This is an optimization exercise on Yosys and OpenROAD, whose aim is small area, a short achievable clock period and few clock cycles, not a production implementation. Function was not checked in any run shown here: the RTL went through the layout flow alone. Power figures rest on the tool's default switching activity, not on a simulated workload.

==> flow/flow/run.sh <==
#!/bin/bash
set -euo pipefail
export BUFFER_PORTS_ARGS="-buffer_cell sky130_fd_sc_hd__buf_1"
if ! bash standard.sh finish > make_finish.log 2>&1; then
  tail -50 make_finish.log
  exit 1
fi
==> flow/standard.sh <==
#!/bin/bash
# synth_recipe.tcl (not shown) runs the flow's synth.tcl, then flattens the netlist and writes it again
# the make line also repeats each setting of config.mk as NAME=value (left out here)
make -C /OpenROAD-flow-scripts/flow DESIGN_CONFIG=/design/flow/config.mk WORK_HOME=/design/flow/orfs CLKGATE_MAP_FILE= SYNTH_SCRIPT=/design/flow/synth_recipe.tcl "${@:-finish}"
==> flow/config.mk <==
export PLATFORM = sky130hd
export DESIGN_NAME = axiToAhbBridge
export DESIGN_NICKNAME = axiToAhbBridge
export VERILOG_FILES = /design/flow/design.v
export SDC_FILE = /design/flow/constraint.sdc
export NUM_CORES = 4
export LEC_CHECK = 0
export CAP_MARGIN = 20
export CORE_MARGIN = 2
export CORE_UTILIZATION = 40
export SETUP_SLACK_MARGIN = 2.6
export SLEW_MARGIN = 20
==> flow/constraint.sdc <==
create_clock -name core_clock -period 5.5 [get_ports {ACLK}]
set_input_delay 1.1000 -clock core_clock [delete_from_list [all_inputs] [get_ports {ACLK}]]
set_output_delay 1.1000 -clock core_clock [all_outputs]
set_load 0.01 [all_outputs]
==> flow/design.v <==
`default_nettype none
package axiAhbPkg;
    localparam int AddrWidth    = 32;
    localparam int DataWidth    = 32;
    localparam int IdWidth      = 4;
    localparam int MaxBeats     = 16;
    localparam int BeatIdxWidth = 4;
    typedef enum logic [1:0]
    {
        OKAY   = 2'd0,
        SLVERR = 2'd2
    } axiResp_e;
    typedef enum logic [1:0]
    {
        IDLE   = 2'd0,
        NONSEQ = 2'd2
    } ahbTrans_e;
    typedef enum logic [2:0]
    {
        BYTE = 3'd0,
        HALF = 3'd1,
        WORD = 3'd2
    } axiSize_e;
    typedef struct packed
    {
        logic [IdWidth-1:0]      id;
        logic [AddrWidth-1:0]    addr;
        logic [BeatIdxWidth-1:0] len;
        axiSize_e                size;
    } burstReq_t;
    typedef struct packed
    {
        logic [DataWidth-1:0] data;
        logic                 err;
    } readBeat_t;
endpackage
`default_nettype wire
`timescale 1ns/1ps
`default_nettype none
module axiToAhbBridge (
    input  wire         ACLK,
    input  wire         rst,
    input  wire         awValid,
    output logic        awReady,
    input  wire  [3:0]  awId,
    input  wire  [31:0] awAddr,
    input  wire  [3:0]  awLen,
    input  wire  [2:0]  awSize,
    input  wire         wValid,
    output logic        wReady,
    input  wire  [31:0] wData,
    input  wire         wLast,
    output logic        bValid,
    input  wire         bReady,
    output logic [3:0]  bId,
    output logic [1:0]  bResp,
    input  wire         arValid,
    output logic        arReady,
    input  wire  [3:0]  arId,
    input  wire  [31:0] arAddr,
    input  wire  [3:0]  arLen,
    input  wire  [2:0]  arSize,
    output logic        rValid,
    input  wire         rReady,
    output logic [3:0]  rId,
    output logic [31:0] rData,
    output logic [1:0]  rResp,
    output logic        rLast,
    output logic [31:0] hAddr,
    output logic        hWrite,
    output logic [2:0]  hSize,
    output logic [1:0]  hTrans,
    output logic [31:0] hWData,
    input  wire  [31:0] hRData,
    input  wire         hReady,
    input  wire         hResp
);
    logic [31:0] addr;       
    logic [3:0]  cnt;        
    logic [1:0]  size;
    logic [3:0]  id;
    logic        wr;         
    logic        err;        
    logic [31:0] data;       
    logic        idle;       
    logic        ap;         
    logic        dp;         
    logic        rp;         
    logic        wA;         
    logic        rA;         
    logic        rAI;        
    logic        rDp;        
    logic        rRp;        
    logic        wDpL;       
    logic        wRp;        
    logic        ldW;
    logic        ldR;
    logic        issue;
    logic        accept;
    logic        dpDone;
    logic        respValid;
    logic        respReady;
    logic        apN;
    logic        dpN;
    logic        rpN;
    logic        wrN;
    assign awReady = idle;
    assign arReady = idle && !awValid;
    assign ldW     = awValid && idle;
    assign ldR     = arValid && arReady;
    assign issue  = (wA && wValid) || (rA && hReady && rReady) || rAI;
    assign accept = issue && hReady;
    assign dpDone = dp && hReady;
    assign hTrans = {issue, 1'b0};
    assign hAddr  = addr;
    assign hWrite = wr;
    assign hSize  = {1'b0, size};
    assign hWData = data;
    assign wReady = wA && hReady;
    assign bValid = wRp || (wDpL && hReady);
    assign bId    = id;
    assign bResp  = {err || (dp && hResp), 1'b0};
    assign rValid = rRp || (rDp && hReady);
    assign rId    = id;
    assign rData  = rp ? data : hRData;
    assign rResp  = {rp ? err : hResp, 1'b0};
    assign rLast  = !ap;
    assign respValid = bValid || rValid;
    assign respReady = wr ? bReady : rReady;
    assign wrN = (ldW || ldR) ? ldW : wr;
    assign apN = (ldW || ldR) || (ap && !(accept && (cnt == 4'd0)));
    assign dpN = accept || (dp && !hReady);
    assign rpN = respValid && !respReady;
    always_ff @(posedge ACLK)
    begin
        if (rst)
        begin
            idle <= 1'b1;
            ap   <= 1'b0;
            dp   <= 1'b0;
            rp   <= 1'b0;
            wA   <= 1'b0;
            rA   <= 1'b0;
            rAI  <= 1'b0;
            rDp  <= 1'b0;
            rRp  <= 1'b0;
            wDpL <= 1'b0;
            wRp  <= 1'b0;
        end
        else
        begin
            idle <= !(apN || dpN || rpN);
            ap   <= apN;
            dp   <= dpN;
            rp   <= rpN;
            wA   <= apN && wrN;
            rA   <= apN && !wrN;
            rAI  <= apN && !wrN && !dpN && !rpN;
            rDp  <= dpN && !wrN;
            rRp  <= rpN && !wrN;
            wDpL <= dpN && wrN && !(apN);
            wRp  <= rpN && wrN;
        end
    end
    always_ff @(posedge ACLK)
    begin
        if (ldW || ldR)
        begin
            addr <= ldW ? awAddr : arAddr;
            cnt  <= ldW ? awLen : arLen;
            size <= ldW ? awSize[1:0] : arSize[1:0];
            id   <= ldW ? awId : arId;
            wr   <= ldW;
            err  <= 1'b0;
        end
        else
        begin
            if (accept)
            begin
                addr[11:0] <= addr[11:0] + (12'd1 << size);
                cnt        <= cnt - 4'd1;
            end
            if (wr)
                err <= err || (dp && hResp);
            else if (dpDone)
                err <= hResp;
        end
        if (wr ? accept : dpDone)
            data <= wr ? wData : hRData;
    end
endmodule
`default_nettype wire
==> impl_metrics.prom, run 1 <==
# TYPE chip_impl_metric gauge
chip_impl_info{name="hold_path_class",value="reg -> reg"} 1
chip_impl_info{name="ys_dominant_reg_cell",value="sky130_fd_sc_hd__edfxtp_1"} 1
chip_impl_metric{name="finalMaxSlewViolations",unit=""} 0
chip_impl_info{name="run_status",value="no timing/DRC/antenna violations"} 1
chip_impl_metric{name="dr.pass1.iters",unit=""} 4
chip_impl_info{name="path_class",value="in -> out"} 1
chip_impl_metric{name="max-slew-margin-rel",unit="%"} 38.99
chip_impl_metric{name="ys_ff_latch",unit=""} 87
chip_impl_metric{name="clock_insertion_delay_worst_skew",unit="ns"} 0.34
chip_impl_metric{name="synth.yosys.seq_area_share",unit="%"} 53.93
chip_impl_metric{name="wirelength",unit="mm"} 11.87
chip_impl_metric{name="pin_count_of_the_biggest_net_entering_global_routing",unit=""} 40
chip_impl_metric{name="die_width",unit="um"} 111.3
chip_impl_metric{name="die_area",unit="um^2"} 12380
chip_impl_info{name="cpMaxStageDelayCell",value="sky130_fd_sc_hd__buf_2"} 1
chip_impl_info{name="r2r-start",value="size[0]"} 1
chip_impl_metric{name="dp_worst_setup_slack",unit="ns"} 2.471
chip_impl_metric{name="leakage",unit="nW"} 2.154
chip_impl_metric{name="number_of_remaining_drc_errors",unit=""} 0
chip_impl_metric{name="tightestPinTransition",unit="ns"} 0.9152
chip_impl_info{name="hold_path.startpoint",value="err"} 1
chip_impl_metric{name="port_buffers",unit=""} 272
chip_impl_metric{name="initial_core_util",unit="%"} 40.66
chip_impl_metric{name="finalWeightedCongestion",unit=""} 0.8247
chip_impl_info{name="critical_path.cell_chain",value="buf_2, nand3_1, nand2_1, buf_1"} 1
chip_impl_info{name="synth.cells.most_frequent",value="sky130_fd_sc_hd__mux2_2, sky130_fd_sc_hd__edfxtp_1, sky130_fd_sc_hd__a21oi_1"} 1
chip_impl_info{name="cts.root.buffer_cell",value="sky130_fd_sc_hd__clkbuf_16"} 1
chip_impl_metric{name="drt-vias-per-instance",unit=""} 4.976
chip_impl_metric{name="worst_hold_path.num_cells",unit=""} 2
chip_impl_metric{name="gr-usage-all-layers",unit="%"} 18.95
chip_impl_metric{name="netlist_area",unit="um^2"} 4603
chip_impl_info{name="r2r_end",value="addr[8]"} 1
chip_impl_metric{name="hold_buffers",unit=""} 0
chip_impl_metric{name="antenna_violating_nets_left",unit=""} 0
chip_impl_metric{name="layout_skew",unit="ns"} 0.009229
chip_impl_info{name="synthTopCellsByArea",value="sky130_fd_sc_hd__edfxtp_1, sky130_fd_sc_hd__mux2_2, sky130_fd_sc_hd__dfxtp_1"} 1
chip_impl_info{name="rsz0062_at_grt",value="no"} 1
chip_impl_metric{name="clock_path_buffers",unit=""} 2
chip_impl_metric{name="grt_pass1_wl",unit="mm"} 18.75
chip_impl_metric{name="final_layout_size_suffix_gt1_share",unit="%"} 18.97
chip_impl_metric{name="setup_tns",unit="ns"} 0
chip_impl_metric{name="nets_finish",unit=""} 784
chip_impl_metric{name="hpwlAfterDp",unit="mm"} 9.094
chip_impl_metric{name="synth.yosys.warnings",unit=""} 1
chip_impl_metric{name="clock_sinks",unit=""} 87
chip_impl_metric{name="via_count",unit=""} 3807
chip_impl_metric{name="coreArea",unit="um^2"} 11320
chip_impl_metric{name="worst-r2r-setup-slack",unit="ns"} 3.22
chip_impl_metric{name="post_synth_inst_count",unit=""} 354
chip_impl_metric{name="synth.avg_cell_area",unit="um^2"} 13.00
chip_impl_metric{name="setup_viol_count_final",unit=""} 0
chip_impl_metric{name="hold_viol",unit=""} 0
chip_impl_info{name="startpoint_type",value="input port"} 1
chip_impl_metric{name="diodes",unit=""} 0
chip_impl_metric{name="max_clk_rate",unit="GHz"} 0.3552
chip_impl_metric{name="die_h",unit="um"} 111.3
chip_impl_info{name="min_delay_worst_endpoint",value="err"} 1
chip_impl_metric{name="synth_enable_flop_cells",unit=""} 74
chip_impl_metric{name="endpoint_required_time_on_the_critical_path",unit="ns"} 4.40
chip_impl_metric{name="drc_violation_total_after_the_first_tritonroute_iteration",unit=""} 138
chip_impl_metric{name="finished_layout_cells",unit=""} 765
chip_impl_metric{name="setup_slack",unit="ns"} 2.685
chip_impl_metric{name="dp.cells",unit=""} 749
chip_impl_metric{name="areaGrowthSynthToFinish",unit="%"} 30.69
chip_impl_metric{name="vdd.ir_drop.worst",unit="uV"} 147.8
chip_impl_metric{name="layout_worst_path_cycle_share",unit="%"} 51.18
chip_impl_metric{name="first_global_vias",unit=""} 3782
chip_impl_metric{name="critPathMaxStageDelay",unit="ns"} 0.20
chip_impl_info{name="post-synth-top-count-cell",value="sky130_fd_sc_hd__mux2_2"} 1
chip_impl_metric{name="placement_rows",unit=""} 39
chip_impl_metric{name="synth_cell_type_count",unit=""} 42
chip_impl_metric{name="tritoncts.num_buffers",unit=""} 9
chip_impl_info{name="netlist.top_cell.by_area",value="sky130_fd_sc_hd__edfxtp_1"} 1
chip_impl_info{name="cts_tree",value="done"} 1
chip_impl_metric{name="post-synth-top-area-fraction",unit="%"} 48.27
chip_impl_metric{name="critical_path_peak_fanout",unit=""} 10
chip_impl_metric{name="cts.clk_slew.worst_paths",unit="ns"} 0.06
chip_impl_metric{name="per_cell_routed_wire_length",unit="um"} 15.51
chip_impl_metric{name="num_io_pins",unit=""} 280
chip_impl_metric{name="final_hold_slack",unit="ns"} 0.5796
chip_impl_metric{name="timing.reg2reg.worst_path_depth",unit=""} 8
chip_impl_metric{name="grt_remaining_overflow",unit=""} 0
chip_impl_metric{name="worst_endpoint_data_arrival_time",unit="ns"} 1.72
chip_impl_metric{name="path_buf_inv",unit=""} 2
chip_impl_metric{name="power_per_cell_area",unit="nW/um^2"} 361.1
chip_impl_info{name="endpoint_kind",value="primary output"} 1
chip_impl_info{name="critical_path.top_delay_family",value="buffers and inverters"} 1
chip_impl_metric{name="htreeDepth",unit=""} 3
chip_impl_metric{name="period_needed",unit="ns"} 2.815
chip_impl_metric{name="post_cts_setup_buffer_count",unit=""} 0
chip_impl_metric{name="total_power",unit="mW"} 2.172
chip_impl_metric{name="async_flop_share",unit="%"} 0
chip_impl_metric{name="maxCapViolations",unit=""} 0
chip_impl_metric{name="antenna_violations_before_repair",unit=""} 0
-- routing by layer --
| metal | vias to the layer above | share of wire [%] | GRT usage [%] |
|---|---|---|---|
| met4 | 0 | 1.9 | 6.584 |
| met5 | - | 0 | 0 |
| li1 | 1855 | - | - |
| met2 | 154 | 50 | 32.80 |
| met3 | 19 | 7.6 | 5.139 |
| met1 | 1779 | 40 | 22.75 |
-- layout make-up --
class / count / area (um^2)
sequential: 87 / 2484
fill: 1062 / 5305
tap: 143 / 178.9
multi-input combinational: 229 / 1928
inverter: 13 / 48.80
timing repair buffer: 277 / 1081
clock buffer: 13 / 271.5
clock inverter: 3 / 23.77
-- worst reg2reg max path, delay by kind of cell, from the launching register on --
kind                       cells  cell delay, ns
adders and majority gates      2            0.60
buffers and inverters          1            0.07
DFF                            1            0.44
AOI/OAI and AO/OA              2            0.38
xor gates and xnor gates       1            0.16
and+or+nand+nor                2            0.38
-- layout by cell type, fill, tap and decap left out, types with 2 or more instances in the layout --
cell and count:
sky130_fd_sc_hd__edfxtp_1 74, sky130_fd_sc_hd__nand2_1 11, sky130_fd_sc_hd__xnor2_1 3, sky130_fd_sc_hd__nor3_1 3, sky130_fd_sc_hd__nand3_1 6, sky130_fd_sc_hd__inv_1 12, sky130_fd_sc_hd__mux2_2 91, sky130_fd_sc_hd__ha_1 6
sky130_fd_sc_hd__and3_1 12, sky130_fd_sc_hd__a21o_1 6, sky130_fd_sc_hd__clkbuf_1 2, sky130_fd_sc_hd__a21oi_1 15, sky130_fd_sc_hd__and2_1 3, sky130_fd_sc_hd__clkbuf_16 10, sky130_fd_sc_hd__buf_1 270, sky130_fd_sc_hd__a211oi_1 13
sky130_fd_sc_hd__xor2_1 3, sky130_fd_sc_hd__or3_1 3, sky130_fd_sc_hd__nor2_1 12, sky130_fd_sc_hd__dfxtp_1 12, sky130_fd_sc_hd__buf_4 4, sky130_fd_sc_hd__o21ai_0 6, sky130_fd_sc_hd__nor2b_1 2, sky130_fd_sc_hd__conb_1 4
sky130_fd_sc_hd__mux2i_1 7, sky130_fd_sc_hd__nand2b_1 3, sky130_fd_sc_hd__a31oi_1 5
-- where the power goes --
| group | total, mW | switching, mW | internal [mW] |
|---|---|---|---|
| Sequential | 0.984 | 0.102 | 0.882 |
| Combinational | 0.591 | 0.328 | 0.263 |
| Clock | 0.598 | 0.249 | 0.349 |
-- worst max-delay path by stage --
stage	endpoint	from	cells past startpoint	slack [ns]
3_5_place_dp	hTrans[1]	hReady	4	2.47
3_3_place_gp	hTrans[1]	hReady	4	2.47
2_1_floorplan	hTrans[1]	hReady	4	2.87
5_1_grt	hTrans[1]	hReady	4	2.63
6_report	hTrans[1]	hReady	4	2.68
4_1_cts	arReady	awValid	3	2.61
-- metrics by stage --
| stage | instance area [um^2] | util (%) |
|---|---|---|
| floorplan | 4614 | - |
| global placement | 5690 | 50.27 |
| detailed placement | 5718 | 50.51 |
| CTS | 6015 | 53.13 |
| global route | 6016 | 53.14 |
| finish | 6016 | 53.14 |
-- cells by family (layout without fill, tap and decap cells) --
family / after synthesis / count (layout) / share of synthesized area (%)
multiplexers: 98 / 98 / 23.78
flip-flops: 87 / 87 / 53.93
AND/OR/NAND/NOR: 60 / 60 / 6.823
AO/OA/AOI/OAI: 54 / 54 / 7.665
buffers and inverters: 41 / 306 / 4.512
adder cells (fa/ha/maj): 7 / 7 / 2.066
XOR/XNOR: 6 / 6 / 1.142
other: 1 / 4 / 0.08147
-- sequential cells by signal, indices dropped and copies added, names as in the netlist, 2 cells and up --
| signal | count |
|---|---|
| addr | 32 |
| id | 4 |
| cnt | 4 |
| data | 32 |
| size | 2 |
-- what timing repair did --
action	in CTS	in global routing
pin swaps	0	0
resized for setup	1	1
endpoints found under the setup margin	4	1
==> run 2: changes to the inputs <==
--- a/flow/config.mk
+++ b/flow/config.mk
@@ -9,4 +9,4 @@
 export CORE_MARGIN = 2
 export CORE_UTILIZATION = 40
-export SETUP_SLACK_MARGIN = 2.6
+export SETUP_SLACK_MARGIN = 2.9
 export SLEW_MARGIN = 20
==> impl_metrics.prom, run 2 <==
# TYPE chip_impl_metric gauge
chip_impl_metric{name="utilization_after_layout",unit="%"} 58.86
chip_impl_metric{name="grt_remaining_overflow",unit=""} 0
chip_impl_metric{name="post_dp_cell_area",unit="um^2"} 5695
chip_impl_info{name="min_delay_worst_endpoint",value="err"} 1
chip_impl_metric{name="per_cell_routed_wire_length",unit="um"} 15.93
chip_impl_metric{name="dr.pass1.iters",unit=""} 4
chip_impl_metric{name="hold_viol",unit=""} 0
chip_impl_metric{name="synth.yosys.warnings",unit=""} 1
chip_impl_metric{name="setup_tns",unit="ns"} 0
chip_impl_metric{name="leakage",unit="nW"} 2.601
chip_impl_metric{name="finalWeightedCongestion",unit=""} 0.7739
chip_impl_info{name="grt_busiest_layer",value="met2"} 1
chip_impl_metric{name="clock_insertion_delay_worst_skew",unit="ns"} 0.34
chip_impl_metric{name="max-slew-margin-rel",unit="%"} 50.56
chip_impl_metric{name="critPathMaxStageDelay",unit="ns"} 0.28
chip_impl_metric{name="clock_sinks",unit=""} 87
chip_impl_metric{name="path_buf_inv",unit=""} 2
chip_impl_metric{name="tightestPinTransition",unit="ns"} 0.7398
chip_impl_info{name="hold_path.startpoint",value="err"} 1
chip_impl_metric{name="hpwlAfterDp",unit="mm"} 8.957
chip_impl_metric{name="clock_path_buffers",unit=""} 2
chip_impl_metric{name="critical_path_peak_fanout",unit=""} 2
chip_impl_metric{name="port_buffers",unit=""} 272
chip_impl_metric{name="cts.clk_slew.worst_paths",unit="ns"} 0.06
chip_impl_info{name="ys_dominant_reg_cell",value="sky130_fd_sc_hd__edfxtp_1"} 1
chip_impl_info{name="cts_tree",value="done"} 1
chip_impl_info{name="r2r-start",value="size[0]"} 1
chip_impl_metric{name="period_needed",unit="ns"} 2.696
chip_impl_metric{name="hold_buffers",unit=""} 0
chip_impl_metric{name="htreeDepth",unit=""} 3
chip_impl_metric{name="endpoint_required_time_on_the_critical_path",unit="ns"} 4.40
chip_impl_metric{name="vdd.ir_drop.worst",unit="uV"} 173.9
chip_impl_info{name="netlist.top_cell.by_area",value="sky130_fd_sc_hd__edfxtp_1"} 1
chip_impl_metric{name="globalRouteMet2Util",unit="%"} 31.42
chip_impl_info{name="rsz0062_at_grt",value="yes"} 1
chip_impl_info{name="cts.root.buffer_cell",value="sky130_fd_sc_hd__clkbuf_16"} 1
chip_impl_metric{name="maxCapViolations",unit=""} 0
chip_impl_metric{name="initial_core_util",unit="%"} 40.66
chip_impl_metric{name="tritoncts.num_buffers",unit=""} 9
chip_impl_metric{name="final_layout_size_suffix_gt1_share",unit="%"} 31.41
chip_impl_metric{name="synth_cell_type_count",unit=""} 42
chip_impl_metric{name="worst-r2r-setup-slack",unit="ns"} 3.23
chip_impl_metric{name="async_flop_share",unit="%"} 0
chip_impl_info{name="critical_path.cell_chain",value="buf_6, mux2_4, buf_6"} 1
chip_impl_metric{name="die_width",unit="um"} 111.3
chip_impl_metric{name="max_clk_rate",unit="GHz"} 0.3709
chip_impl_metric{name="first_global_vias",unit=""} 3938
chip_impl_metric{name="nets_finish",unit=""} 802
chip_impl_metric{name="grt_pass1_wl",unit="mm"} 19.00
chip_impl_info{name="critical_path.top_delay_family",value="multiplexers"} 1
chip_impl_info{name="cp_common_cell",value="sky130_fd_sc_hd__buf_6"} 1
chip_impl_info{name="endpoint_kind",value="primary output"} 1
chip_impl_info{name="r2r_end",value="addr[6]"} 1
chip_impl_metric{name="pin_count_of_the_biggest_net_entering_global_routing",unit=""} 40
chip_impl_metric{name="finalMaxSlewViolations",unit=""} 0
chip_impl_metric{name="layout_worst_path_cycle_share",unit="%"} 49.02
chip_impl_metric{name="post-synth-top-area-fraction",unit="%"} 48.27
chip_impl_metric{name="synth.yosys.seq_area_share",unit="%"} 53.93
chip_impl_info{name="post-synth-top-count-cell",value="sky130_fd_sc_hd__mux2_2"} 1
chip_impl_info{name="startpoint_type",value="input port"} 1
chip_impl_metric{name="antenna_violating_nets_left",unit=""} 0
chip_impl_metric{name="synth_enable_flop_cells",unit=""} 74
chip_impl_info{name="synth.cells.most_frequent",value="sky130_fd_sc_hd__mux2_2, sky130_fd_sc_hd__edfxtp_1, sky130_fd_sc_hd__a21oi_1"} 1
chip_impl_metric{name="coreArea",unit="um^2"} 11320
chip_impl_info{name="most_common_library_cell_in_the_layout_ignoring_fill_and_taps",value="sky130_fd_sc_hd__buf_1"} 1
chip_impl_metric{name="diodes",unit=""} 0
chip_impl_metric{name="fillers",unit=""} 936
chip_impl_metric{name="drt-vias-per-instance",unit=""} 4.999
chip_impl_metric{name="antenna_violations_before_repair",unit=""} 0
chip_impl_metric{name="drc_violation_total_after_the_first_tritonroute_iteration",unit=""} 124
chip_impl_metric{name="die_area",unit="um^2"} 12380
chip_impl_metric{name="layout.cell_area.non_filler",unit="um^2"} 6664
chip_impl_metric{name="placement_rows",unit=""} 39
chip_impl_info{name="mostFrequentLayoutCells",value="sky130_fd_sc_hd__buf_1, sky130_fd_sc_hd__edfxtp_1, sky130_fd_sc_hd__mux2_2"} 1
chip_impl_info{name="path_class",value="in -> out"} 1
chip_impl_metric{name="gr-usage-all-layers",unit="%"} 19.18
chip_impl_metric{name="areaGrowthSynthToFinish",unit="%"} 44.77
chip_impl_info{name="cpMaxStageDelayCell",value="sky130_fd_sc_hd__mux2_4"} 1
chip_impl_metric{name="number_of_remaining_drc_errors",unit=""} 0
chip_impl_metric{name="netlist_area",unit="um^2"} 4603
chip_impl_metric{name="wirelength",unit="mm"} 12.48
chip_impl_metric{name="gr-usage-met3",unit="%"} 5.139
chip_impl_info{name="layout_top_registers",value="addr (32), data (32)"} 1
chip_impl_metric{name="ys_ff_latch",unit=""} 87
chip_impl_metric{name="num_io_pins",unit=""} 280
chip_impl_metric{name="grt_use_met1",unit="%"} 23.94
chip_impl_metric{name="timing.reg2reg.worst_path_depth",unit=""} 8
chip_impl_metric{name="synth.avg_cell_area",unit="um^2"} 13.00
chip_impl_metric{name="setup_viol_count_final",unit=""} 0
chip_impl_info{name="critPathLaunch",value="hRData[23]"} 1
chip_impl_metric{name="post_synth_inst_count",unit=""} 354
chip_impl_metric{name="via_count",unit=""} 3914
chip_impl_info{name="hold_path_class",value="reg -> reg"} 1
chip_impl_metric{name="die_h",unit="um"} 111.3
chip_impl_metric{name="layout_skew",unit="ns"} 0.006878
chip_impl_metric{name="power_per_cell_area",unit="nW/um^2"} 333.7
chip_impl_metric{name="worst_hold_path.num_cells",unit=""} 2
chip_impl_info{name="run_status",value="no timing/DRC/antenna violations"} 1
chip_impl_info{name="synthTopCellsByArea",value="sky130_fd_sc_hd__edfxtp_1, sky130_fd_sc_hd__mux2_2, sky130_fd_sc_hd__dfxtp_1"} 1
chip_impl_metric{name="worst_endpoint_data_arrival_time",unit="ns"} 1.60
run 2: cell counts after synthesis:
No cell type changed its count.
run 2: cell type report:
class | count | area (um^2) | area share, %
repair buffers | 295 | 1634 | 24.52
flip-flops and latches | 87 | 2486 | 37.31
well taps | 143 | 178.9 | 2.685
clock inverters | 4 | 46.29 | 0.6947
multi-input cells | 229 | 2033 | 30.51
clock buffers | 12 | 236.5 | 3.549
inverters | 13 | 48.80 | 0.7323
run 2: worst max-delay path by stage:
stage | to | slack (ns) | cells after the start
6_report | rData[23] | 2.80 | 3
5_1_grt | rData[23] | 2.79 | 3
4_1_cts | rResp[1] | 2.81 | 3
3_5_place_dp | hTrans[1] | 2.48 | 4
3_3_place_gp | hTrans[1] | 2.49 | 4
2_1_floorplan | hTrans[1] | 2.91 | 4
run 2: what timing repair did:
item,4_1_cts,5_1_grt
endpoints found under the setup margin,40,37
gates cloned,0,0
resized for setup,53,122
setup buffers,6,13
pin swaps,0,3
run 2: logic make-up (layout without fill, tap and decap cells):
family / count (synthesis) / in the layout / synth area share [%]
flip-flops: 87 / 87 / 53.93
XOR/XNOR: 6 / 6 / 1.142
other: 1 / 4 / 0.08147
AO/OA/AOI/OAI: 54 / 54 / 7.665
buffers and inverters: 41 / 324 / 4.512
AND/OR/NAND/NOR: 60 / 60 / 6.823
multiplexers: 98 / 98 / 23.78
adder cells (fa/ha/maj): 7 / 7 / 2.066
run 2: worst register-to-register path, delay by kind of cell (launching register included):
family / cells / cell delay, ns
xor+xnor: 1 / 0.16
simple gates: 2 / 0.37
buf+inv: 1 / 0.07
compound gates: 2 / 0.38
flops: 1 / 0.44
fa+ha+maj: 2 / 0.59
run 2: metrics by stage:
step,hold slack [ns],power [mW],worst slack (ns),instances
after detailed placement,0.5801,1.586,2.481,748
after floorplan,0.5411,1.379,2.912,357
after CTS,0.5942,2.204,2.805,770
final,0.5955,2.224,2.804,783
after global placement,0.5622,1.572,2.490,748
after global routing,0.6807,2.352,2.794,783
run 2: metal layers:
| metal | vias up | wire length [um] |
|---|---|---|
| met1 | 1829 | 5113 |
| li1 | 1891 | - |
| met5 | - | 0 |
| met3 | 26 | 931 |
| met4 | 0 | 306 |
| met2 | 168 | 6126 |
run 2: where the power goes:
group	leakage, nW	switching [mW]	internal (mW)
clock network	0.134	0.242	0.350
registers	0.812	0.106	0.883
logic	1.66	0.335	0.308
==> run 3: changes to the inputs <==
--- a/flow/design.v
+++ b/flow/design.v
@@ -96,4 +96,7 @@
     logic        ldW;
     logic        ldR;
+    logic [31:0] cAddr;
+    logic [1:0]  cSize;
+    logic [3:0]  cCnt;
     logic        issue;
     logic        accept;
@@ -109,11 +112,14 @@
     assign ldW     = awValid && idle;
     assign ldR     = arValid && arReady;
-    assign issue  = (wA && wValid) || (rA && hReady && rReady) || rAI;
+    assign cAddr = idle ? arAddr : addr;
+    assign cSize = idle ? arSize[1:0] : size;
+    assign cCnt  = idle ? arLen : cnt;
+    assign issue  = (wA && wValid) || (rA && hReady && rReady) || rAI || ldR;
     assign accept = issue && hReady;
     assign dpDone = dp && hReady;
     assign hTrans = {issue, 1'b0};
-    assign hAddr  = addr;
-    assign hWrite = wr;
-    assign hSize  = {1'b0, size};
+    assign hAddr  = cAddr;
+    assign hWrite = !idle && wr;
+    assign hSize  = {1'b0, cSize};
     assign hWData = data;
     assign wReady = wA && hReady;
@@ -128,6 +134,6 @@
     assign respValid = bValid || rValid;
     assign respReady = wr ? bReady : rReady;
-    assign wrN = (ldW || ldR) ? ldW : wr;
-    assign apN = (ldW || ldR) || (ap && !(accept && (cnt == 4'd0)));
+    assign wrN = idle ? ldW : wr;
+    assign apN = ldW || ((ap || ldR) && !(accept && (cCnt == 4'd0)));
     assign dpN = accept || (dp && !hReady);
     assign rpN = respValid && !respReady;
@@ -165,25 +171,27 @@
     always_ff @(posedge ACLK)
     begin
-        if (ldW || ldR)
-        begin
-            addr <= ldW ? awAddr : arAddr;
-            cnt  <= ldW ? awLen : arLen;
-            size <= ldW ? awSize[1:0] : arSize[1:0];
-            id   <= ldW ? awId : arId;
-            wr   <= ldW;
-            err  <= 1'b0;
+        if (ldW)
+        begin
+            addr <= awAddr;
+            cnt  <= awLen;
+            size <= awSize[1:0];
         end
         else
         begin
-            if (accept)
-            begin
-                addr[11:0] <= addr[11:0] + (12'd1 << size);
-                cnt        <= cnt - 4'd1;
-            end
-            if (wr)
-                err <= err || (dp && hResp);
-            else if (dpDone)
-                err <= hResp;
-        end
+            addr[31:12] <= cAddr[31:12];
+            addr[11:0]  <= cAddr[11:0] + (accept ? (12'd1 << cSize) : 12'd0);
+            cnt         <= cCnt - {3'd0, accept};
+            size        <= cSize;
+        end
+        wr <= wrN;
+        if (idle)
+        begin
+            id  <= awValid ? awId : arId;
+            err <= 1'b0;
+        end
+        else if (wr)
+            err <= err || (dp && hResp);
+        else if (dpDone)
+            err <= hResp;
         if (wr ? accept : dpDone)
             data <= wr ? wData : hRData;
==> impl_metrics.prom, run 3 <==
# TYPE chip_impl_metric gauge
chip_impl_info{name="run_status",value="no timing/DRC/antenna violations"} 1
chip_impl_metric{name="htreeDepth",unit=""} 3
chip_impl_metric{name="synth.avg_cell_area",unit="um^2"} 10.59
chip_impl_metric{name="power_per_cell_area",unit="nW/um^2"} 279.2
chip_impl_info{name="critical_path.top_delay_family",value="compound AO/OA/AOI/OAI gates"} 1
chip_impl_metric{name="period_needed",unit="ns"} 2.915
chip_impl_info{name="critical_path.cell_chain",value="buf_1, a21o_1, a211o_1, buf_6"} 1
chip_impl_metric{name="drc_violation_total_after_the_first_tritonroute_iteration",unit=""} 132
chip_impl_metric{name="synth_cell_type_count",unit=""} 43
chip_impl_metric{name="clock_insertion_delay_worst_skew",unit="ns"} 0.33
chip_impl_metric{name="dr.pass1.iters",unit=""} 4
chip_impl_metric{name="hpwlAfterDp",unit="mm"} 9.517
chip_impl_metric{name="port_buffers",unit=""} 272
chip_impl_info{name="most_common_library_cell_in_the_layout_ignoring_fill_and_taps",value="sky130_fd_sc_hd__buf_1"} 1
chip_impl_metric{name="tritoncts.num_buffers",unit=""} 9
chip_impl_metric{name="endpoint_required_time_on_the_critical_path",unit="ns"} 4.40
chip_impl_info{name="critPathLaunch",value="wValid"} 1
chip_impl_metric{name="setup_tns",unit="ns"} 0
chip_impl_info{name="layout_top_registers",value="addr (32), data (32)"} 1
chip_impl_metric{name="vdd.ir_drop.worst",unit="uV"} 157.2
chip_impl_info{name="endpoint_kind",value="primary output"} 1
chip_impl_metric{name="synth.yosys.warnings",unit=""} 1
chip_impl_metric{name="nets_finish",unit=""} 919
chip_impl_info{name="cts_tree",value="done"} 1
chip_impl_metric{name="initial_core_util",unit="%"} 40.49
chip_impl_metric{name="clock_sinks",unit=""} 87
chip_impl_metric{name="die_area",unit="um^2"} 12280
chip_impl_metric{name="per_cell_routed_wire_length",unit="um"} 16.08
chip_impl_info{name="synthTopCellsByArea",value="sky130_fd_sc_hd__mux2_2, sky130_fd_sc_hd__edfxtp_1, sky130_fd_sc_hd__dfxtp_1"} 1
chip_impl_metric{name="clock_path_buffers",unit=""} 2
chip_impl_info{name="cts.root.buffer_cell",value="sky130_fd_sc_hd__clkbuf_16"} 1
chip_impl_metric{name="final_layout_size_suffix_gt1_share",unit="%"} 43.33
chip_impl_info{name="mostFrequentLayoutCells",value="sky130_fd_sc_hd__buf_1, sky130_fd_sc_hd__buf_6, sky130_fd_sc_hd__nor2_1"} 1
chip_impl_metric{name="grt_pass1_wl",unit="mm"} 21.49
chip_impl_metric{name="number_of_remaining_drc_errors",unit=""} 0
chip_impl_metric{name="gr-usage-all-layers",unit="%"} 21.61
chip_impl_metric{name="max_clk_rate",unit="GHz"} 0.3431
chip_impl_metric{name="critPathMaxStageDelay",unit="ns"} 0.31
chip_impl_metric{name="areaGrowthSynthToFinish",unit="%"} 66.04
chip_impl_metric{name="ys_ff_latch",unit=""} 87
chip_impl_metric{name="setup_viol_count_final",unit=""} 0
chip_impl_metric{name="antenna_violations_before_repair",unit=""} 0
chip_impl_metric{name="fillers",unit=""} 854
chip_impl_metric{name="pin_count_of_the_biggest_net_entering_global_routing",unit=""} 45
chip_impl_metric{name="layout_skew",unit="ns"} 0.008611
chip_impl_metric{name="area_of_the_multi_input_gates",unit="um^2"} 2648
chip_impl_metric{name="drt-vias-per-instance",unit=""} 4.894
chip_impl_metric{name="grt_remaining_overflow",unit=""} 0
chip_impl_metric{name="wirelength",unit="mm"} 14.47
chip_impl_info{name="cpMaxStageDelayCell",value="sky130_fd_sc_hd__a211o_1"} 1
chip_impl_metric{name="layout_worst_path_cycle_share",unit="%"} 53.00
chip_impl_metric{name="placement_rows",unit=""} 39
chip_impl_metric{name="final_hold_slack",unit="ns"} 0.5350
chip_impl_metric{name="diodes",unit=""} 0
chip_impl_metric{name="via_count",unit=""} 4405
chip_impl_metric{name="maxCapViolations",unit=""} 0
chip_impl_metric{name="antenna_violating_nets_left",unit=""} 0
chip_impl_info{name="synth.cells.most_frequent",value="sky130_fd_sc_hd__mux2_2, sky130_fd_sc_hd__nor2_1, sky130_fd_sc_hd__dfxtp_1"} 1
chip_impl_info{name="post-synth-top-count-cell",value="sky130_fd_sc_hd__mux2_2"} 1
chip_impl_metric{name="first_global_vias",unit=""} 4406
chip_impl_metric{name="die_width",unit="um"} 110.8
chip_impl_metric{name="post-synth-top-area-fraction",unit="%"} 24.18
chip_impl_info{name="netlist.top_cell.by_area",value="sky130_fd_sc_hd__mux2_2"} 1
chip_impl_metric{name="post_synth_inst_count",unit=""} 431
chip_impl_info{name="startpoint_type",value="input port"} 1
chip_impl_metric{name="async_flop_share",unit="%"} 0
chip_impl_metric{name="finalWeightedCongestion",unit=""} 0.8298
chip_impl_metric{name="synth.yosys.seq_area_share",unit="%"} 46.05
chip_impl_metric{name="critical_path_peak_fanout",unit=""} 2
chip_impl_info{name="hold_path_class",value="reg -> reg"} 1
chip_impl_metric{name="max-slew-margin-rel",unit="%"} 57.95
chip_impl_metric{name="path_buf_inv",unit=""} 2
chip_impl_metric{name="cts.clk_slew.worst_paths",unit="ns"} 0.06
chip_impl_metric{name="synth_enable_flop_cells",unit=""} 36
chip_impl_metric{name="netlist_area",unit="um^2"} 4564
chip_impl_info{name="hold_path.startpoint",value="err"} 1
chip_impl_info{name="ys_dominant_reg_cell",value="sky130_fd_sc_hd__dfxtp_1"} 1
chip_impl_metric{name="worst_endpoint_data_arrival_time",unit="ns"} 1.81
chip_impl_info{name="rsz0062_at_grt",value="yes"} 1
chip_impl_metric{name="hold_buffers",unit=""} 0
chip_impl_info{name="path_class",value="in -> out"} 1
chip_impl_metric{name="die_h",unit="um"} 110.8
chip_impl_metric{name="num_io_pins",unit=""} 280
chip_impl_metric{name="finalMaxSlewViolations",unit=""} 0
chip_impl_metric{name="tightestPinTransition",unit="ns"} 0.6241
chip_impl_info{name="r2r-start",value="idle"} 1
chip_impl_metric{name="hold_viol",unit=""} 0
chip_impl_metric{name="coreArea",unit="um^2"} 11270
chip_impl_metric{name="reg_area",unit="um^2"} 2106
chip_impl_metric{name="leakage",unit="nW"} 3.283
-- run 3: cell types whose count changed after synthesis, sizes merged, moves of 5 or more --
cell / previous run / this run
nand2: 11 / 19
nor2: 12 / 76
xnor2: 3 / 8
o21ai: 7 / 17
edfxtp: 74 / 36
mux2: 91 / 98
a211oi: 13 / 5
nor3: 3 / 8
dfxtp: 13 / 51
and3: 12 / 1
clkbuf: 6 / 15
-- run 3: worst paths after layout --
path	endpoint	slack, ns	cells after the start
max	hTrans[1]	2.59	4
min	err	0.53	2
max reg2reg	addr[8]	2.89	12
min reg2reg	err	0.53	2
-- run 3: cell families (layout without fill, tap and decap cells) --
family	after synthesis	count (layout)	share of synthesized area, %
XOR/XNOR	10	10	1.919
flip-flops	87	87	46.05
other	1	4	0.08216
buffers and inverters	46	369	4.934
AND/OR/NAND/NOR	124	124	11.79
AO/OA/AOI/OAI	49	49	6.991
adder cells (fa/ha/maj)	7	7	2.083
multiplexers	107	107	26.15
-- run 3: worst reg2reg max path: stages, from the launching register on --
cell                       delay (ns)
sky130_fd_sc_hd__dfxtp_4         0.40
sky130_fd_sc_hd__buf_4           0.24
sky130_fd_sc_hd__mux2i_4         0.27
sky130_fd_sc_hd__inv_2           0.08
sky130_fd_sc_hd__nor3_2          0.17
sky130_fd_sc_hd__ha_2            0.21
sky130_fd_sc_hd__inv_2           0.04
sky130_fd_sc_hd__fa_2            0.36
sky130_fd_sc_hd__nor2b_4         0.14
sky130_fd_sc_hd__o21ai_4         0.08
sky130_fd_sc_hd__a211oi_2        0.26
sky130_fd_sc_hd__xnor2_1         0.15
sky130_fd_sc_hd__a21oi_1         0.08
-- run 3: area by class of cell --
class	instances	area share [%]
clock inverters	6	0.8750
flip-flops and latches	87	27.79
clock buffers	10	3.153
repair buffers	340	30.25
multi-input cells	301	34.93
inverters	13	0.6439
well taps	143	2.361
-- run 3: repair_timing --
item / 4_1_cts / 5_1_grt
gates cloned: 1 / 0
pin swaps: 11 / 14
resized for setup: 184 / 130
buffers inserted: 37 / 24
setup endpoints to repair: 88 / 81
-- run 3: layer usage --
metal / vias to the layer above / wire length [um] / GRT usage, %
met4: 0 / 204 / 7.000
met3: 20 / 918 / 5.194
met2: 182 / 7803 / 41.02
met5: - / 0 / 0
met1: 2070 / 5548 / 23.46
li1: 2133 / - / -
-- run 3: power by group --
part | internal (mW) | switching [mW] | leakage [nW]
Sequential | 0.761 | 0.0372 | 0.760
Clock | 0.367 | 0.254 | 0.150
Combinational | 0.388 | 0.308 | 2.37
Total | 1.52 | 0.600 | 3.28
-- run 3: per-stage QoR --
step                      total power [mW]  util (%)  setup slack, ns  cells  cell area, um^2
after floorplan                      1.118         -            2.343    434             4646
after global placement               1.250     50.61            1.763    822             5704
after detailed placement             1.261     50.61            1.768    822             5704
after CTS                            2.062     61.88            2.552    876             6975
after global routing                 2.219     67.23            2.546    900             7579
final                                2.116     67.23            2.585    900             7579
==> run 4: changes to the inputs <==
--- a/flow/design.v
+++ b/flow/design.v
@@ -169,4 +169,14 @@
         end
     end
+    logic ldDW;
+    logic ldDR;
+    logic ldDH;
+    assign ldDW = wr && accept;
+    assign ldDR = !wr && dpDone;
+    assign ldDH = !(ldDW || ldDR);
+    always_ff @(posedge ACLK)
+    begin
+        data <= ({32{ldDW}} & wData) | ({32{ldDR}} & hRData) | ({32{ldDH}} & data);
+    end
     always_ff @(posedge ACLK)
     begin
@@ -194,6 +204,4 @@
         else if (dpDone)
             err <= hResp;
-        if (wr ? accept : dpDone)
-            data <= wr ? wData : hRData;
     end
 endmodule
==> flow/flow/run.sh (replaced) <==
#!/bin/bash
set -euo pipefail
export BUFFER_PORTS_ARGS="-buffer_cell sky130_fd_sc_hd__buf_1"
export CTS_ARGS="-sink_clustering_enable -repair_clock_nets -dont_use_dummy_load -buf_list sky130_fd_sc_hd__clkbuf_8 -root_buf sky130_fd_sc_hd__clkbuf_8"
if ! bash standard.sh finish > make_finish.log 2>&1; then
  tail -50 make_finish.log
  exit 1
fi
--- a/flow/config.mk
+++ b/flow/config.mk
@@ -9,4 +9,4 @@
 export CORE_MARGIN = 2
 export CORE_UTILIZATION = 40
-export SETUP_SLACK_MARGIN = 2.9
+export SETUP_SLACK_MARGIN = 2.5
 export SLEW_MARGIN = 20
==> impl_metrics.prom, run 4 <==
# TYPE chip_impl_metric gauge
chip_impl_info{name="run_status",value="no timing/DRC/antenna violations"} 1
chip_impl_metric{name="worst-r2r-setup-slack",unit="ns"} 2.71
chip_impl_info{name="post-synth-top-count-cell",value="sky130_fd_sc_hd__dfxtp_1"} 1
chip_impl_metric{name="dr.pass1.iters",unit=""} 4
chip_impl_metric{name="netlist_area",unit="um^2"} 4447
chip_impl_metric{name="wirelength",unit="mm"} 12.49
chip_impl_info{name="critical_path.cell_chain",value="buf_6, and3b_2, o31ai_4, inv_2, buf_4, nand3_2, inv_2, ha_4, a211oi_4, o21ai_2, nand4_1, xnor2_1, mux2_2"} 1
chip_impl_metric{name="tightestPinTransition",unit="ns"} 0.6016
chip_impl_metric{name="grt_pass1_wl",unit="mm"} 18.57
chip_impl_metric{name="die_h",unit="um"} 109.4
chip_impl_metric{name="via_count",unit=""} 4365
chip_impl_info{name="cts_tree",value="done"} 1
chip_impl_info{name="startpoint_type",value="input port"} 1
chip_impl_info{name="path_class",value="in -> reg"} 1
chip_impl_metric{name="first_global_vias",unit=""} 4080
chip_impl_metric{name="critPathMaxStageDelay",unit="ns"} 0.32
chip_impl_info{name="r2r_end",value="addr[10]"} 1
chip_impl_metric{name="gr-usage-all-layers",unit="%"} 19.76
chip_impl_metric{name="die_width",unit="um"} 109.4
chip_impl_metric{name="async_flop_share",unit="%"} 0
chip_impl_metric{name="num_io_pins",unit=""} 280
chip_impl_info{name="critPathLaunch",value="awValid"} 1
chip_impl_metric{name="finalWeightedCongestion",unit=""} 0.7582
chip_impl_metric{name="worst_hold_path.num_cells",unit=""} 1
chip_impl_metric{name="vdd.ir_drop.worst",unit="uV"} 142.3
chip_impl_metric{name="tritoncts.num_buffers",unit=""} 9
chip_impl_metric{name="endpoint_required_time_on_the_critical_path",unit="ns"} 5.74
chip_impl_metric{name="finalMaxSlewViolations",unit=""} 0
chip_impl_metric{name="power.combinational.fraction",unit="%"} 33.5
chip_impl_metric{name="synth_cell_type_count",unit=""} 43
chip_impl_metric{name="number_of_remaining_drc_errors",unit=""} 0
chip_impl_info{name="synthTopCellsByArea",value="sky130_fd_sc_hd__dfxtp_1, sky130_fd_sc_hd__mux2_2, sky130_fd_sc_hd__nor2_1"} 1
chip_impl_info{name="cpMaxStageDelayCell",value="sky130_fd_sc_hd__o31ai_4"} 1
chip_impl_metric{name="antenna_violations_before_repair",unit=""} 0
chip_impl_info{name="most_common_library_cell_in_the_layout_ignoring_fill_and_taps",value="sky130_fd_sc_hd__buf_1"} 1
chip_impl_info{name="hold_path_class",value="reg -> reg"} 1
chip_impl_metric{name="nets_finish",unit=""} 907
chip_impl_metric{name="path_buf_inv",unit=""} 4
chip_impl_metric{name="pin_count_of_the_biggest_net_entering_global_routing",unit=""} 36
chip_impl_metric{name="power_per_cell_area",unit="nW/um^2"} 331.3
chip_impl_metric{name="layout_skew",unit="ns"} 0.01077
chip_impl_metric{name="post_synth_inst_count",unit=""} 478
chip_impl_metric{name="clock_sinks",unit=""} 87
chip_impl_metric{name="timing.reg2reg.worst_path_depth",unit=""} 12
chip_impl_metric{name="layout.cell_area.non_filler",unit="um^2"} 5764
chip_impl_metric{name="maxCapViolations",unit=""} 0
chip_impl_metric{name="htreeDepth",unit=""} 3
chip_impl_info{name="rsz0062_at_grt",value="yes"} 1
chip_impl_metric{name="p_clk_share",unit="%"} 18.1
chip_impl_info{name="r2r-start",value="idle"} 1
chip_impl_metric{name="hold_buffers",unit=""} 0
chip_impl_metric{name="net-switching-power",unit="uW"} 658.5
chip_impl_metric{name="post-synth-top-area-fraction",unit="%"} 37.37
chip_impl_metric{name="drc_violation_total_after_the_first_tritonroute_iteration",unit=""} 180
chip_impl_metric{name="grt_remaining_overflow",unit=""} 0
chip_impl_metric{name="drt-vias-per-instance",unit=""} 4.972
chip_impl_metric{name="leakage",unit="nW"} 2.452
chip_impl_metric{name="layout_worst_path_cycle_share",unit="%"} 53.54
chip_impl_info{name="mostFrequentLayoutCells",value="sky130_fd_sc_hd__buf_1, sky130_fd_sc_hd__dfxtp_1, sky130_fd_sc_hd__nor2_1"} 1
chip_impl_metric{name="coreArea",unit="um^2"} 10840
chip_impl_info{name="layout_top_registers",value="addr (32), data (32)"} 1
chip_impl_metric{name="fillers",unit=""} 1082
chip_impl_info{name="cts.root.buffer_cell",value="sky130_fd_sc_hd__clkbuf_8"} 1
chip_impl_metric{name="areaGrowthSynthToFinish",unit="%"} 29.63
chip_impl_metric{name="ys_ff_latch",unit=""} 87
chip_impl_metric{name="post_dp_cell_area",unit="um^2"} 5547
chip_impl_metric{name="synth_enable_flop_cells",unit=""} 4
chip_impl_info{name="hold_path.startpoint",value="data[27]"} 1
chip_impl_metric{name="hpwlAfterDp",unit="mm"} 9.666
chip_impl_metric{name="netSwitchingFraction",unit="%"} 34.49
chip_impl_metric{name="setup_tns",unit="ns"} 0
chip_impl_info{name="endpoint_kind",value="flop"} 1
chip_impl_metric{name="placement_rows",unit=""} 38
chip_impl_metric{name="port_buffers",unit=""} 272
chip_impl_metric{name="pwr-share-seq",unit="%"} 48.4
chip_impl_info{name="ys_dominant_reg_cell",value="sky130_fd_sc_hd__dfxtp_1"} 1
chip_impl_info{name="synth.cells.most_frequent",value="sky130_fd_sc_hd__dfxtp_1, sky130_fd_sc_hd__nor2_1, sky130_fd_sc_hd__mux2_2"} 1
chip_impl_metric{name="critical_path_peak_fanout",unit=""} 10
chip_impl_metric{name="dp_worst_setup_slack",unit="ns"} 1.906
chip_impl_metric{name="initial_core_util",unit="%"} 41.02
chip_impl_info{name="cp_common_cell",value="sky130_fd_sc_hd__inv_2"} 1
chip_impl_metric{name="setup_slack",unit="ns"} 2.556
chip_impl_info{name="critical_path.top_delay_family",value="compound AO/OA/AOI/OAI gates"} 1
chip_impl_metric{name="setup_viol_count_final",unit=""} 0
chip_impl_info{name="min_delay_worst_endpoint",value="data[27]"} 1
chip_impl_metric{name="hold_viol",unit=""} 0
chip_impl_info{name="netlist.top_cell.by_area",value="sky130_fd_sc_hd__dfxtp_1"} 1
chip_impl_metric{name="clock_path_buffers",unit=""} 2
chip_impl_metric{name="internal-power",unit="mW"} 1.251
chip_impl_metric{name="synth.avg_cell_area",unit="um^2"} 9.303
chip_impl_metric{name="antenna_violating_nets_left",unit=""} 0
chip_impl_metric{name="total_power",unit="mW"} 1.909
chip_impl_metric{name="worst_endpoint_data_arrival_time",unit="ns"} 3.18
chip_impl_metric{name="clock_insertion_delay_worst_skew",unit="ns"} 0.35
chip_impl_metric{name="final_layout_size_suffix_gt1_share",unit="%"} 15.31
chip_impl_metric{name="cts.clk_slew.worst_paths",unit="ns"} 0.08
chip_impl_metric{name="synth.yosys.seq_area_share",unit="%"} 40.07
chip_impl_metric{name="max-slew-margin-rel",unit="%"} 59.80
chip_impl_metric{name="max_clk_rate",unit="GHz"} 0.3396
chip_impl_metric{name="die_area",unit="um^2"} 11980
chip_impl_metric{name="per_cell_routed_wire_length",unit="um"} 14.22
chip_impl_metric{name="diodes",unit=""} 0
chip_impl_metric{name="utilization_after_layout",unit="%"} 53.17
chip_impl_metric{name="period_needed",unit="ns"} 2.944
chip_impl_metric{name="synth.yosys.warnings",unit=""} 1
## run 4: cell types whose count changed after synthesis, sizes merged, moves of 4 or more
cell    previous run  this run
inv               13        18
nand2             19        23
nor3               8         4
edfxtp            36         4
mux2              98        66
nor2              76        82
a21oi             12        16
buf               18        23
dfxtp             51        83
a21o               6        35
a22o               0        32
## run 4: logic make-up (layout without fill, tap and decap cells)
| group | count (synthesis) | after routing | share of synthesized area [%] |
|---|---|---|---|
| other | 1 | 4 | 0.08433 |
| adders and majority gates | 7 | 7 | 2.138 |
| and+or+nand+nor | 131 | 131 | 12.58 |
| DFF | 87 | 87 | 40.07 |
| buffers and inverters | 56 | 313 | 6.106 |
| muxes | 75 | 75 | 18.74 |
| xor gates and xnor gates | 10 | 10 | 1.970 |
| AOI/OAI and AO/OA | 111 | 111 | 18.32 |
## run 4: how the worst max path moves through the flow
stage	to	cells after the start
floorplan	addr[10]	14
global placement	addr[9]	12
detailed placement	addr[9]	12
CTS	hSize[0]	4
global route	addr[9]	13
finish	addr[9]	13
## run 4: power groups by stage
stage                     Combinational [mW]  Sequential, mW  Clock (mW)
after floorplan                        0.369           0.962           0
after global placement                 0.619           0.933           0
after detailed placement               0.629           0.942           0
after CTS                              0.636           0.927       0.359
after global routing                   0.720           0.948       0.385
final                                  0.640           0.924       0.346
## run 4: timing repair
item / 4_1_cts / 5_1_grt
setup buffers: 5 / 2
endpoints found under the hold margin: 0 / 0
pin swaps: 7 / 8
resized for setup: 6 / 5
endpoints found under the setup margin: 55 / 15
## run 4: metal layers
metal	up-vias	wire, um	GRT usage (%)
li1	2175	-	-
met1	1989	4973	21.79
met2	183	6191	35.41
met3	18	1082	5.691
met4	0	238	8.137
met5	-	0	0
## run 4: area by class of cell
cell class,count,area (um^2),area share [%]
well taps,140,175.2,3.039
clock buffers,9,123.9,2.149
flip-flops and latches,87,1787,31.00
multi-input cells,338,2465,42.76
repair buffers,286,1146,19.88
inverters,18,67.56,1.172
## run 4: through the flow
step	hold slack (ns)	instances
3_3_place_gp	0.4531	862
5_1_grt	0.4998	878
4_1_cts	0.4831	876
6_report	0.4819	878
3_5_place_dp	0.4637	862
2_1_floorplan	0.5113	481
==> run 5: changes to the inputs <==
--- a/flow/config.mk
+++ b/flow/config.mk
@@ -9,4 +9,4 @@
 export CORE_MARGIN = 2
 export CORE_UTILIZATION = 40
-export SETUP_SLACK_MARGIN = 2.5
+export SETUP_SLACK_MARGIN = 2.7
 export SLEW_MARGIN = 20
==> impl_metrics.prom, run 5 <==
# TYPE chip_impl_metric gauge
chip_impl_info{name="run_status",value="no timing/DRC/antenna violations"} 1
chip_impl_metric{name="synth.avg_cell_area",unit="um^2"} 9.303
chip_impl_metric{name="max_clk_rate",unit="GHz"} 0.3459
chip_impl_metric{name="initial_core_util",unit="%"} 41.02
chip_impl_metric{name="period_needed",unit="ns"} 2.891
chip_impl_metric{name="leakage",unit="nW"} 2.496
chip_impl_metric{name="grt_pass1_wl",unit="mm"} 19.07
chip_impl_info{name="synth.cells.most_frequent",value="sky130_fd_sc_hd__dfxtp_1, sky130_fd_sc_hd__nor2_1, sky130_fd_sc_hd__mux2_2"} 1
chip_impl_metric{name="utilization_after_layout",unit="%"} 54.46
chip_impl_metric{name="die_width",unit="um"} 109.4
chip_impl_metric{name="wirelength",unit="mm"} 12.56
chip_impl_metric{name="htreeDepth",unit=""} 3
chip_impl_metric{name="grt_remaining_overflow",unit=""} 0
chip_impl_metric{name="worst-r2r-setup-slack",unit="ns"} 2.91
chip_impl_info{name="r2r-start",value="idle"} 1
chip_impl_metric{name="tritoncts.num_buffers",unit=""} 9
chip_impl_metric{name="antenna_violations_before_repair",unit=""} 0
chip_impl_metric{name="nets_finish",unit=""} 912
chip_impl_metric{name="maxCapViolations",unit=""} 0
chip_impl_info{name="mostFrequentLayoutCells",value="sky130_fd_sc_hd__buf_1, sky130_fd_sc_hd__dfxtp_1, sky130_fd_sc_hd__nor2_1"} 1
chip_impl_metric{name="first_global_vias",unit=""} 4119
chip_impl_metric{name="hold_viol",unit=""} 0
chip_impl_metric{name="final_hold_slack",unit="ns"} 0.4830
chip_impl_info{name="ys_dominant_reg_cell",value="sky130_fd_sc_hd__dfxtp_1"} 1
chip_impl_metric{name="via_count",unit=""} 4384
chip_impl_metric{name="drt-vias-per-instance",unit=""} 4.965
chip_impl_metric{name="num_io_pins",unit=""} 280
chip_impl_metric{name="worst_hold_path.num_cells",unit=""} 1
chip_impl_metric{name="per_cell_routed_wire_length",unit="um"} 14.23
chip_impl_metric{name="clock_path_buffers",unit=""} 2
chip_impl_metric{name="dr.pass1.iters",unit=""} 4
chip_impl_info{name="startpoint_type",value="input port"} 1
chip_impl_info{name="path_class",value="in -> out"} 1
chip_impl_metric{name="layout_skew",unit="ns"} 0.01366
chip_impl_metric{name="layout_worst_path_cycle_share",unit="%"} 52.56
chip_impl_metric{name="post-synth-top-area-fraction",unit="%"} 37.37
chip_impl_metric{name="synth.yosys.seq_area_share",unit="%"} 40.07
chip_impl_metric{name="pin_count_of_the_biggest_net_entering_global_routing",unit=""} 43
chip_impl_metric{name="async_flop_share",unit="%"} 0
chip_impl_metric{name="endpoint_required_time_on_the_critical_path",unit="ns"} 4.40
chip_impl_metric{name="finalMaxSlewViolations",unit=""} 0
chip_impl_info{name="layout_top_registers",value="addr (32), data (32)"} 1
chip_impl_info{name="post-synth-top-count-cell",value="sky130_fd_sc_hd__dfxtp_1"} 1
chip_impl_info{name="cts.root.buffer_cell",value="sky130_fd_sc_hd__clkbuf_8"} 1
chip_impl_metric{name="clock_sinks",unit=""} 87
chip_impl_info{name="most_common_library_cell_in_the_layout_ignoring_fill_and_taps",value="sky130_fd_sc_hd__buf_1"} 1
chip_impl_metric{name="finalWeightedCongestion",unit=""} 0.7790
chip_impl_metric{name="port_buffers",unit=""} 272
chip_impl_metric{name="timing.reg2reg.worst_path_depth",unit=""} 12
chip_impl_metric{name="synth_enable_flop_cells",unit=""} 4
chip_impl_metric{name="synth_cell_type_count",unit=""} 43
chip_impl_metric{name="power_per_cell_area",unit="nW/um^2"} 328.1
chip_impl_metric{name="synth.yosys.warnings",unit=""} 1
chip_impl_metric{name="final_layout_size_suffix_gt1_share",unit="%"} 17.63
chip_impl_metric{name="clock_insertion_delay_worst_skew",unit="ns"} 0.35
chip_impl_metric{name="hpwlAfterDp",unit="mm"} 9.671
chip_impl_metric{name="placement_rows",unit=""} 38
chip_impl_info{name="hold_path.startpoint",value="data[23]"} 1
chip_impl_metric{name="number_of_remaining_drc_errors",unit=""} 0
chip_impl_metric{name="antenna_violating_nets_left",unit=""} 0
chip_impl_metric{name="ys_ff_latch",unit=""} 87
chip_impl_metric{name="post_synth_inst_count",unit=""} 478
chip_impl_metric{name="critical_path_peak_fanout",unit=""} 2
chip_impl_metric{name="vdd.ir_drop.worst",unit="uV"} 146.2
chip_impl_metric{name="die_area",unit="um^2"} 11980
chip_impl_info{name="rsz0062_at_grt",value="yes"} 1
chip_impl_metric{name="setup_tns",unit="ns"} 0
chip_impl_metric{name="diodes",unit=""} 0
chip_impl_metric{name="setup_viol_count_final",unit=""} 0
chip_impl_metric{name="areaGrowthSynthToFinish",unit="%"} 32.75
chip_impl_info{name="min_delay_worst_endpoint",value="data[23]"} 1
chip_impl_metric{name="finished_layout_cells",unit=""} 883
chip_impl_info{name="hold_path_class",value="reg -> reg"} 1
chip_impl_info{name="synthTopCellsByArea",value="sky130_fd_sc_hd__dfxtp_1, sky130_fd_sc_hd__mux2_2, sky130_fd_sc_hd__nor2_1"} 1
chip_impl_metric{name="drc_violation_total_after_the_first_tritonroute_iteration",unit=""} 137
chip_impl_info{name="r2r_end",value="addr[9]"} 1
chip_impl_metric{name="netlist_area",unit="um^2"} 4447
chip_impl_metric{name="die_h",unit="um"} 109.4
chip_impl_metric{name="worst_endpoint_data_arrival_time",unit="ns"} 1.79
chip_impl_metric{name="coreArea",unit="um^2"} 10840
chip_impl_info{name="netlist.top_cell.by_area",value="sky130_fd_sc_hd__dfxtp_1"} 1
chip_impl_metric{name="cts.clk_slew.worst_paths",unit="ns"} 0.07
chip_impl_info{name="cts_tree",value="done"} 1
chip_impl_metric{name="gr-usage-all-layers",unit="%"} 20.14
chip_impl_metric{name="dp.cells",unit=""} 862
chip_impl_info{name="endpoint_kind",value="primary output"} 1
==> run 5: critical path: stages <==
cell and delay (ns):
sky130_fd_sc_hd__buf_1 0.08, sky130_fd_sc_hd__a21o_1 0.19, sky130_fd_sc_hd__a211o_1 0.29, sky130_fd_sc_hd__buf_6 0.13
==> run 5: cell type report <==
type | instances | area (um^2)
Fill cell | 1061 | 4937
Multi-Input combinational cell | 338 | 2517
Timing Repair Buffer | 291 | 1230
Tap cell | 140 | 175.2
Clock buffer | 9 | 123.9
Inverter | 18 | 67.56
Sequential cell | 87 | 1789
==> run 5: report_power, final <==
part	switching [mW]	total [mW]	internal, mW	leakage (nW)
Combinational	0.356	0.665	0.310	1.69
Clock	0.204	0.351	0.147	0.0647
Sequential	0.110	0.921	0.811	0.737
Total	0.670	1.94	1.27	2.50
==> run 5: routing by layer <==
metal  routed length, um  global-route usage, %  vias to the layer above
li1                    -                      -                     2181
met1                4985                  22.28                     2017
met2                6316                  36.51                      169
met3                1000                  5.157                       17
met4                 259                  8.228                        0
met5                   0                      0                        -
==> run 5: what timing repair did <==
action	4_1_cts	5_1_grt
resized for setup	29	9
pin swaps	13	10
cloned	0	0
hold buffers	0	0
setup buffers	8	4
setup endpoints to repair	92	16
==> run 5: cells by family after synthesis <==
logic type	synth area share, %
xor gates and xnor gates	1.970
AOI/OAI and AO/OA	18.32
adders and majority gates	2.138
buffers and inverters	6.106
muxes	18.74
and+or+nand+nor	12.58
DFF	40.07
other	0.08433
==> run 5: worst max-delay path by stage <==
stage	start	end	slack (ns)	depth (start not counted)
2_1_floorplan	awValid	addr[10]	2.35	14
3_3_place_gp	awValid	addr[9]	1.84	12
3_5_place_dp	awValid	addr[9]	1.80	12
4_1_cts	awValid	addr[10]	2.56	14
5_1_grt	awValid	addr[10]	2.48	14
6_report	wValid	hTrans[1]	2.61	4
==> run 5: per-stage QoR <==
| stage | power (mW) | instance area [um^2] | setup WS, ns |
|---|---|---|---|
| final | 1.937 | 5903 | 2.609 |
| after global routing | 2.082 | 5903 | 2.475 |
| after global placement | 1.553 | 5547 | 1.836 |
| after detailed placement | 1.571 | 5547 | 1.804 |
| after floorplan | 1.332 | 4512 | 2.349 |
| after CTS | 1.949 | 5829 | 2.562 |

## static timing again, ports no longer ideal
No port has a modelled driver above. Below, the same layouts with a new extraction and two added sets of constraints. Step 1 (the two cells are an assumption about what drives the block):
set clk [get_ports {ACLK}]
set_driving_cell -lib_cell sky130_fd_sc_hd__clkbuf_16 $clk
set_driving_cell -lib_cell sky130_fd_sc_hd__buf_2 [delete_from_list [all_inputs] $clk]
Step 2 also shifts input and output timing later by t, the mid clock arrival at the registers, as if the neighbouring blocks saw the same clock. Three values: no drivers, after step 1, after step 2; two values: the first two.
run	shift t [ns]	setup slack, ns	worst setup path at the end	latest minus earliest clock arrival (ns)
run 1	0.369	2.685 / 2.645 / 2.645	input to output	0.009 / 0.009
run 2	0.370	2.804 / 2.742 / 2.742	input to output	0.007 / 0.007
run 3	0.366	2.585 / 2.532 / 2.233	input to register	0.012 / 0.012
run 4	0.376	2.556 / 2.532 / 2.177	input to register	0.013 / 0.013
run 5	0.377	2.609 / 2.563 / 2.219	input to register	0.023 / 0.023
After both steps setup and hold are still met in every run listed. The setup slack of run 5, which loses most, moves by -0.046 ns with the drivers and by -0.390 ns with both steps.
